What follows belongs to an exercise in optimizing a design on an open flow for small area; a production flow would make more cautious choices.
No activity file was given, so power comes from the tool's default toggle rates.

== rev 12 ==
==> flow/design.v <==
module coproc_lane_alu #(
    parameter int WIDTH  = 144,
    parameter int LANE_W = 8,
    parameter int DEPTH  = 4
) (
    input  logic                     clk,
    input  logic                     rst,
    input  logic [WIDTH-1:0]         din,
    input  logic                     din_valid,
    output logic                     din_ready,
    input  logic [2:0]               mode,
    input  logic [$clog2(DEPTH)-1:0] tap,
    input  logic                     clear,
    output logic [WIDTH-1:0]         dout,
    output logic                     dout_valid,
    input  logic                     dout_ready,
    output logic [15:0]              count
);
    localparam int LANES = WIDTH / LANE_W;
    logic [WIDTH-1:0] r_hist [0:DEPTH-1];
    logic [WIDTH-1:0] r_acc;
    logic [WIDTH-1:0] r_dout;
    logic [DEPTH-1:0] r_hv;           
    logic             r_av;           
    logic             r_dout_valid;
    logic [15:0]      r_count;
    logic             w_accept;
    logic             m_delay, m_add, m_sub, m_xor, m_acc;
    logic [WIDTH-1:0] w_a, w_b;
    logic [WIDTH-1:0] w_result;
    assign din_ready  = !r_dout_valid || dout_ready;
    assign w_accept   = din_valid && din_ready;
    assign dout       = r_dout;
    assign dout_valid = r_dout_valid;
    assign count      = r_count;
    assign m_delay = (mode == 3'd1);
    assign m_add   = (mode == 3'd2);
    assign m_sub   = (mode == 3'd3);
    assign m_xor   = (mode == 3'd4);
    assign m_acc   = (mode == 3'd5);
    logic s_din, s_h0, s_h0n, s_h1, s_h2, s_h3, s_acc;
    assign s_din = !m_delay;
    assign s_h0  = (m_add || m_xor || (m_delay && tap == 2'd0)) && !clear && r_hv[0];
    assign s_h0n = m_sub && !clear && r_hv[0];
    assign s_h1  = m_delay && tap == 2'd1 && !clear && r_hv[1];
    assign s_h2  = m_delay && tap == 2'd2 && !clear && r_hv[2];
    assign s_h3  = m_delay && tap == 2'd3 && !clear && r_hv[3];
    assign s_acc = m_acc && !clear && r_av;
    assign w_a = (din & {WIDTH{s_din}}) | (r_hist[1] & {WIDTH{s_h1}})
               | (r_hist[2] & {WIDTH{s_h2}}) | (r_hist[3] & {WIDTH{s_h3}});
    assign w_b = (r_hist[0] & {WIDTH{s_h0}}) | (~r_hist[0] & {WIDTH{s_h0n}}) | (r_acc & {WIDTH{s_acc}});
    always_comb begin
        for (int l = 0; l < LANES; l++) begin
            logic [7:0] x, g, t, c;
            logic [7:0] G1, T1, G2, T2;
            for (int i = 0; i < 8; i++) begin
                x[i] = w_a[l*8+i] ^ w_b[l*8+i];
                g[i] = w_a[l*8+i] & w_b[l*8+i] & !m_xor;
                t[i] = w_a[l*8+i] | w_b[l*8+i];
            end
            g[0] = g[0] | (t[0] & s_h0n);
            G1 = g; T1 = t;
            for (int i = 1; i < 8; i += 2) begin
                G1[i] = g[i] | (t[i] & g[i-1]);
                T1[i] = t[i] & t[i-1];
            end
            G2 = G1; T2 = T1;
            for (int j = 0; j < 8; j += 4) begin
                for (int i = j + 2; i < j + 4; i++) begin
                    G2[i] = G1[i] | (T1[i] & G1[j+1]);
                    T2[i] = T1[i] & T1[j+1];
                end
            end
            for (int i = 0; i < 8; i++) begin
                c[i] = (i < 4) ? G2[i] : (G2[i] | (T2[i] & G2[3]));
            end
            w_result[l*8]   = x[0] ^ s_h0n;
            for (int i = 1; i < 8; i++) begin
                w_result[l*8+i] = x[i] ^ c[i-1];
            end
        end
    end
    always_ff @(posedge clk or negedge rst) begin
        if (!rst) begin
            r_dout_valid <= 1'b0;
        end else if (w_accept) begin
            r_dout_valid <= 1'b1;
        end else if (dout_ready) begin
            r_dout_valid <= 1'b0;
        end
    end
    always_ff @(posedge clk) begin
        if (w_accept) begin
            r_dout <= w_result;
        end
    end
    always_ff @(posedge clk) begin
        if (w_accept) begin
            for (int k = DEPTH - 1; k > 0; k--) begin
                r_hist[k] <= r_hist[k-1];
            end
            r_hist[0] <= din;
        end
    end
    always_ff @(posedge clk or negedge rst) begin
        if (!rst) begin
            r_hv <= '0;
        end else if (w_accept) begin
            r_hv <= {(clear ? {(DEPTH-1){1'b0}} : r_hv[DEPTH-2:0]), 1'b1};
        end else if (clear) begin
            r_hv <= '0;
        end
    end
    always_ff @(posedge clk) begin
        if (w_accept && m_acc) begin
            r_acc <= w_result;
        end
    end
    always_ff @(posedge clk or negedge rst) begin
        if (!rst) begin
            r_av <= 1'b0;
        end else if (w_accept && m_acc) begin
            r_av <= 1'b1;
        end else if (clear) begin
            r_av <= 1'b0;
        end
    end
    always_ff @(posedge clk or negedge rst) begin
        if (!rst) begin
            r_count <= '0;
        end else if (w_accept) begin
            r_count <= (clear ? 16'd0 : r_count) + 16'd1;
        end else if (clear) begin
            r_count <= '0;
        end
    end
endmodule
make LEC_CHECK=0 CAP_MARGIN=20 CORE_MARGIN=2 CORE_UTILIZATION=40 SLEW_MARGIN=20 finish   # period 3.5 ns
run.sh (not shown) runs the stock make flow with config.mk's settings and CLKGATE_MAP_FILE= SYNTH_SCRIPT=/design/flow/synth_recipe.tcl, a recipe that flattens the netlist after the stock synthesis.
#### Input delta (rev 13 over rev 12)
--- a/flow/design.v
+++ b/flow/design.v
@@ -50,34 +50,33 @@
                | (r_hist[2] & {WIDTH{s_h2}}) | (r_hist[3] & {WIDTH{s_h3}});
     assign w_b = (r_hist[0] & {WIDTH{s_h0}}) | (~r_hist[0] & {WIDTH{s_h0n}}) | (r_acc & {WIDTH{s_acc}});
     always_comb begin
         for (int l = 0; l < LANES; l++) begin
-            logic [7:0] x, g, t, c;
-            logic [7:0] G1, T1, G2, T2;
+            logic [7:0] p, g, c;
+            logic [7:0] G1, P1, G2, P2;
             for (int i = 0; i < 8; i++) begin
-                x[i] = w_a[l*8+i] ^ w_b[l*8+i];
+                p[i] = w_a[l*8+i] ^ w_b[l*8+i];
                 g[i] = w_a[l*8+i] & w_b[l*8+i] & !m_xor;
-                t[i] = w_a[l*8+i] | w_b[l*8+i];
             end
-            g[0] = g[0] | (t[0] & s_h0n);
-            G1 = g; T1 = t;
+            g[0] = g[0] | (p[0] & s_h0n);
+            G1 = g; P1 = p;
             for (int i = 1; i < 8; i += 2) begin
-                G1[i] = g[i] | (t[i] & g[i-1]);
-                T1[i] = t[i] & t[i-1];
+                G1[i] = g[i] | (p[i] & g[i-1]);
+                P1[i] = p[i] & p[i-1];
             end
-            G2 = G1; T2 = T1;
+            G2 = G1; P2 = P1;
             for (int j = 0; j < 8; j += 4) begin
                 for (int i = j + 2; i < j + 4; i++) begin
-                    G2[i] = G1[i] | (T1[i] & G1[j+1]);
-                    T2[i] = T1[i] & T1[j+1];
+                    G2[i] = G1[i] | (P1[i] & G1[j+1]);
+                    P2[i] = P1[i] & P1[j+1];
                 end
             end
             for (int i = 0; i < 8; i++) begin
-                c[i] = (i < 4) ? G2[i] : (G2[i] | (T2[i] & G2[3]));
+                c[i] = (i < 4) ? G2[i] : (G2[i] | (P2[i] & G2[3]));
             end
-            w_result[l*8]   = x[0] ^ s_h0n;
+            w_result[l*8]   = p[0] ^ s_h0n;
             for (int i = 1; i < 8; i++) begin
-                w_result[l*8+i] = x[i] ^ c[i-1];
+                w_result[l*8+i] = p[i] ^ c[i-1];
             end
         end
     end
     always_ff @(posedge clk or negedge rst) begin
Findings:
Rev 13 finished all stages; however, its layout fails the closing checks, the failures being setup timing.
[rev 13 vs rev 12] area of combinational cells with multiple inputs: lower in rev 13
Rev 13 vs rev 12 on die area: rev 13 is the lower one.
Going from rev 12 to rev 13, proportion of power drawn by combinational gates now smaller, final critical path time including I/O delays and setup now larger.
Compared with rev 12, rev 13 shows detailed-route via count that has gone down by more than 10%.
Utilization rev 12 -> rev 13: up
Rev 13 ended with less XOR/XNOR share of the synthesized area than rev 12.
No functional check of the RTL was part of any run of this note.


Another version of the RTL of coproc_lane_alu (not shown whole).
Size: about 2800 cells after synthesis, ~0.038 sq mm of cells after synthesis.
==> module coproc_lane_alu, before the edit <==
module coproc_lane_alu #(
    parameter int WIDTH  = 144,
    parameter int LANE_W = 8,
    parameter int DEPTH  = 4
) (
    input  logic                     clk,
    input  logic                     rst,
    input  logic [WIDTH-1:0]         din,
    input  logic                     din_valid,
    output logic                     din_ready,
    input  logic [2:0]               mode,
    input  logic [$clog2(DEPTH)-1:0] tap,
    input  logic                     clear,
    output logic [WIDTH-1:0]         dout,
    output logic                     dout_valid,
    input  logic                     dout_ready,
    output logic [15:0]              count
);
    localparam int LANES = WIDTH / LANE_W;
    logic [WIDTH-1:0] r_hist [0:DEPTH-1];
    logic [WIDTH-1:0] r_acc;
    logic [WIDTH-1:0] r_dout;
    logic [DEPTH-1:0] r_hv;           
    logic             r_av;           
    logic             r_dout_valid;
    logic [15:0]      r_count;
    logic             w_accept;
    logic             m_delay, m_add, m_sub, m_xor, m_acc;
    logic [WIDTH-1:0] w_a, w_b;
    logic [WIDTH-1:0] w_result;
    assign din_ready  = !r_dout_valid || dout_ready;
    assign w_accept   = din_valid && din_ready;
    assign dout       = r_dout;
    assign dout_valid = r_dout_valid;
    assign count      = r_count;
    assign m_delay = (mode == 3'd1);
    assign m_add   = (mode == 3'd2);
    assign m_sub   = (mode == 3'd3);
    assign m_xor   = (mode == 3'd4);
    assign m_acc   = (mode == 3'd5);
    logic s_go, s_dout, s_din, s_h0, s_h0n, s_h1, s_h2, s_h3, s_acc;
    assign s_go   = din_ready;
    assign s_dout = !din_ready;
    assign s_din = s_go && !m_delay;
    assign s_h0  = s_go && (m_add || m_xor || (m_delay && tap == 2'd0)) && !clear && r_hv[0];
    assign s_h0n = s_go && m_sub && !clear && r_hv[0];
    assign s_h1  = s_go && m_delay && tap == 2'd1 && !clear && r_hv[1];
    assign s_h2  = s_go && m_delay && tap == 2'd2 && !clear && r_hv[2];
    assign s_h3  = s_go && m_delay && tap == 2'd3 && !clear && r_hv[3];
    assign s_acc = s_go && m_acc && !clear && r_av;
    assign w_a = (din & {WIDTH{s_din}}) | (r_hist[1] & {WIDTH{s_h1}})
               | (r_hist[2] & {WIDTH{s_h2}}) | (r_hist[3] & {WIDTH{s_h3}});
    assign w_b = (r_hist[0] & {WIDTH{s_h0}}) | (~r_hist[0] & {WIDTH{s_h0n}}) | (r_acc & {WIDTH{s_acc}})
               | (r_dout & {WIDTH{s_dout}});
    always_comb begin
        for (int l = 0; l < LANES; l++) begin
            logic c;
            c = s_h0n;
            for (int i = 0; i < 8; i++) begin
                logic a, b;
                a = w_a[l*8+i];
                b = w_b[l*8+i];
                w_result[l*8+i] = a ^ (b ^ c);
                c = (a & (b & !m_xor)) | ((a | b) & c);
            end
        end
    end
    always_ff @(posedge clk or negedge rst) begin
        if (!rst) begin
            r_dout_valid <= 1'b0;
        end else if (w_accept) begin
            r_dout_valid <= 1'b1;
        end else if (dout_ready) begin
            r_dout_valid <= 1'b0;
        end
    end
    always_ff @(posedge clk) begin
        r_dout <= w_result;
    end
    always_ff @(posedge clk) begin
        if (w_accept) begin
            for (int k = DEPTH - 1; k > 0; k--) begin
                r_hist[k] <= r_hist[k-1];
            end
            r_hist[0] <= din;
        end
    end
    always_ff @(posedge clk or negedge rst) begin
        if (!rst) begin
            r_hv <= '0;
        end else if (w_accept) begin
            r_hv <= {(clear ? {(DEPTH-1){1'b0}} : r_hv[DEPTH-2:0]), 1'b1};
        end else if (clear) begin
            r_hv <= '0;
        end
    end
    always_ff @(posedge clk) begin
        if (w_accept && m_acc) begin
            r_acc <= w_result;
        end
    end
    always_ff @(posedge clk or negedge rst) begin
        if (!rst) begin
            r_av <= 1'b0;
        end else if (w_accept && m_acc) begin
            r_av <= 1'b1;
        end else if (clear) begin
            r_av <= 1'b0;
        end
    end
    always_ff @(posedge clk or negedge rst) begin
        if (!rst) begin
            r_count <= '0;
        end else if (w_accept) begin
            r_count <= (clear ? 16'd0 : r_count) + 16'd1;
        end else if (clear) begin
            r_count <= '0;
        end
    end
endmodule
Settings: LEC_CHECK=0, CAP_MARGIN=20, CORE_MARGIN=2, CORE_UTILIZATION=55, GPL_TIMING_DRIVEN=0, SETUP_SLACK_MARGIN=0.1, SLEW_MARGIN=20; clock period 3.5 ns.
standard.sh (not shown) runs the stock make flow with config.mk's settings and CLKGATE_MAP_FILE= SYNTH_SCRIPT=/design/flow/synth_recipe.tcl, a recipe that flattens the netlist after the stock synthesis.
==> flow/flow/run.sh <==
#!/bin/bash
set -euo pipefail
export BUFFER_PORTS_ARGS="-buffer_cell sky130_fd_sc_hd__buf_1"
bash standard.sh > flow_make.log 2>&1
The starting point finished but failed the layout checks on setup timing.
Edit:
--- a/flow/design.v
+++ b/flow/design.v
@@ -38,20 +38,17 @@
     assign m_sub   = (mode == 3'd3);
     assign m_xor   = (mode == 3'd4);
     assign m_acc   = (mode == 3'd5);
-    logic s_go, s_dout, s_din, s_h0, s_h0n, s_h1, s_h2, s_h3, s_acc;
-    assign s_go   = din_ready;
-    assign s_dout = !din_ready;
-    assign s_din = s_go && !m_delay;
-    assign s_h0  = s_go && (m_add || m_xor || (m_delay && tap == 2'd0)) && !clear && r_hv[0];
-    assign s_h0n = s_go && m_sub && !clear && r_hv[0];
-    assign s_h1  = s_go && m_delay && tap == 2'd1 && !clear && r_hv[1];
-    assign s_h2  = s_go && m_delay && tap == 2'd2 && !clear && r_hv[2];
-    assign s_h3  = s_go && m_delay && tap == 2'd3 && !clear && r_hv[3];
-    assign s_acc = s_go && m_acc && !clear && r_av;
+    logic s_din, s_h0, s_h0n, s_h1, s_h2, s_h3, s_acc;
+    assign s_din = !m_delay;
+    assign s_h0  = (m_add || m_xor || (m_delay && tap == 2'd0)) && !clear && r_hv[0];
+    assign s_h0n = m_sub && !clear && r_hv[0];
+    assign s_h1  = m_delay && tap == 2'd1 && !clear && r_hv[1];
+    assign s_h2  = m_delay && tap == 2'd2 && !clear && r_hv[2];
+    assign s_h3  = m_delay && tap == 2'd3 && !clear && r_hv[3];
+    assign s_acc = m_acc && !clear && r_av;
     assign w_a = (din & {WIDTH{s_din}}) | (r_hist[1] & {WIDTH{s_h1}})
                | (r_hist[2] & {WIDTH{s_h2}}) | (r_hist[3] & {WIDTH{s_h3}});
-    assign w_b = (r_hist[0] & {WIDTH{s_h0}}) | (~r_hist[0] & {WIDTH{s_h0n}}) | (r_acc & {WIDTH{s_acc}})
-               | (r_dout & {WIDTH{s_dout}});
+    assign w_b = (r_hist[0] & {WIDTH{s_h0}}) | (~r_hist[0] & {WIDTH{s_h0n}}) | (r_acc & {WIDTH{s_acc}});
     always_comb begin
         for (int l = 0; l < LANES; l++) begin
             logic c;
@@ -75,7 +72,9 @@
         end
     end
     always_ff @(posedge clk) begin
-        r_dout <= w_result;
+        if (w_accept) begin
+            r_dout <= w_result;
+        end
     end
     always_ff @(posedge clk) begin
         if (w_accept) begin
Outcome: The new run completed without violations; count of clock-buffer cells in the layout is lower by 34; critical path depth fell by 1; final area came out lower by 5.8%; total power came out lower by 9.9%; first-iteration DRC count came out lower by 13%; via count is lower by 7.7%; setup slack improved by 0.22 ns.
No run of this note included a check of the RTL's function; only the layout flow was run.

## separate check: timing with driven ports
The results above use ideal ports. As a check the final layouts listed here were re-extracted and re-timed, cells and wires unchanged.
Step 1, drivers: a clkbuf_16 drives clk and a buf_2 each remaining input, both assumed.
Step 2 moves the port delays by t, midway between the first and last clock arrival at a register: inputs arrive t later, outputs are due t later. That takes back most of the time a late clock gives input paths.
Three values: ideal ports, drivers, drivers and shift; two values: the first two.
run	shift t [ns]	setup WS [ns]	hold slack, ns	worst setup path at the end
rev 12	0.741	0.058 / 0.106 / -0.635	0.412 / 0.360 / 0.439	input to register
rev 13	0.730	-0.156 / -0.156 / -0.762	0.009 / -0.036 / 0.425	input to register
the first run of note 2	0.718	-0.098 / -0.098 / -0.732	0.025 / -0.002 / 0.444	input to register
the second run of note 2	0.713	0.120 / 0.158 / -0.555	0.008 / -0.038 / 0.443	input to register
With both steps, setup timing fails in rev 12 and the second run of note 2, where it was met with ideal ports. The setup slack of rev 12, which loses most, moves by +0.048 ns with the drivers and by -0.693 ns with both steps.
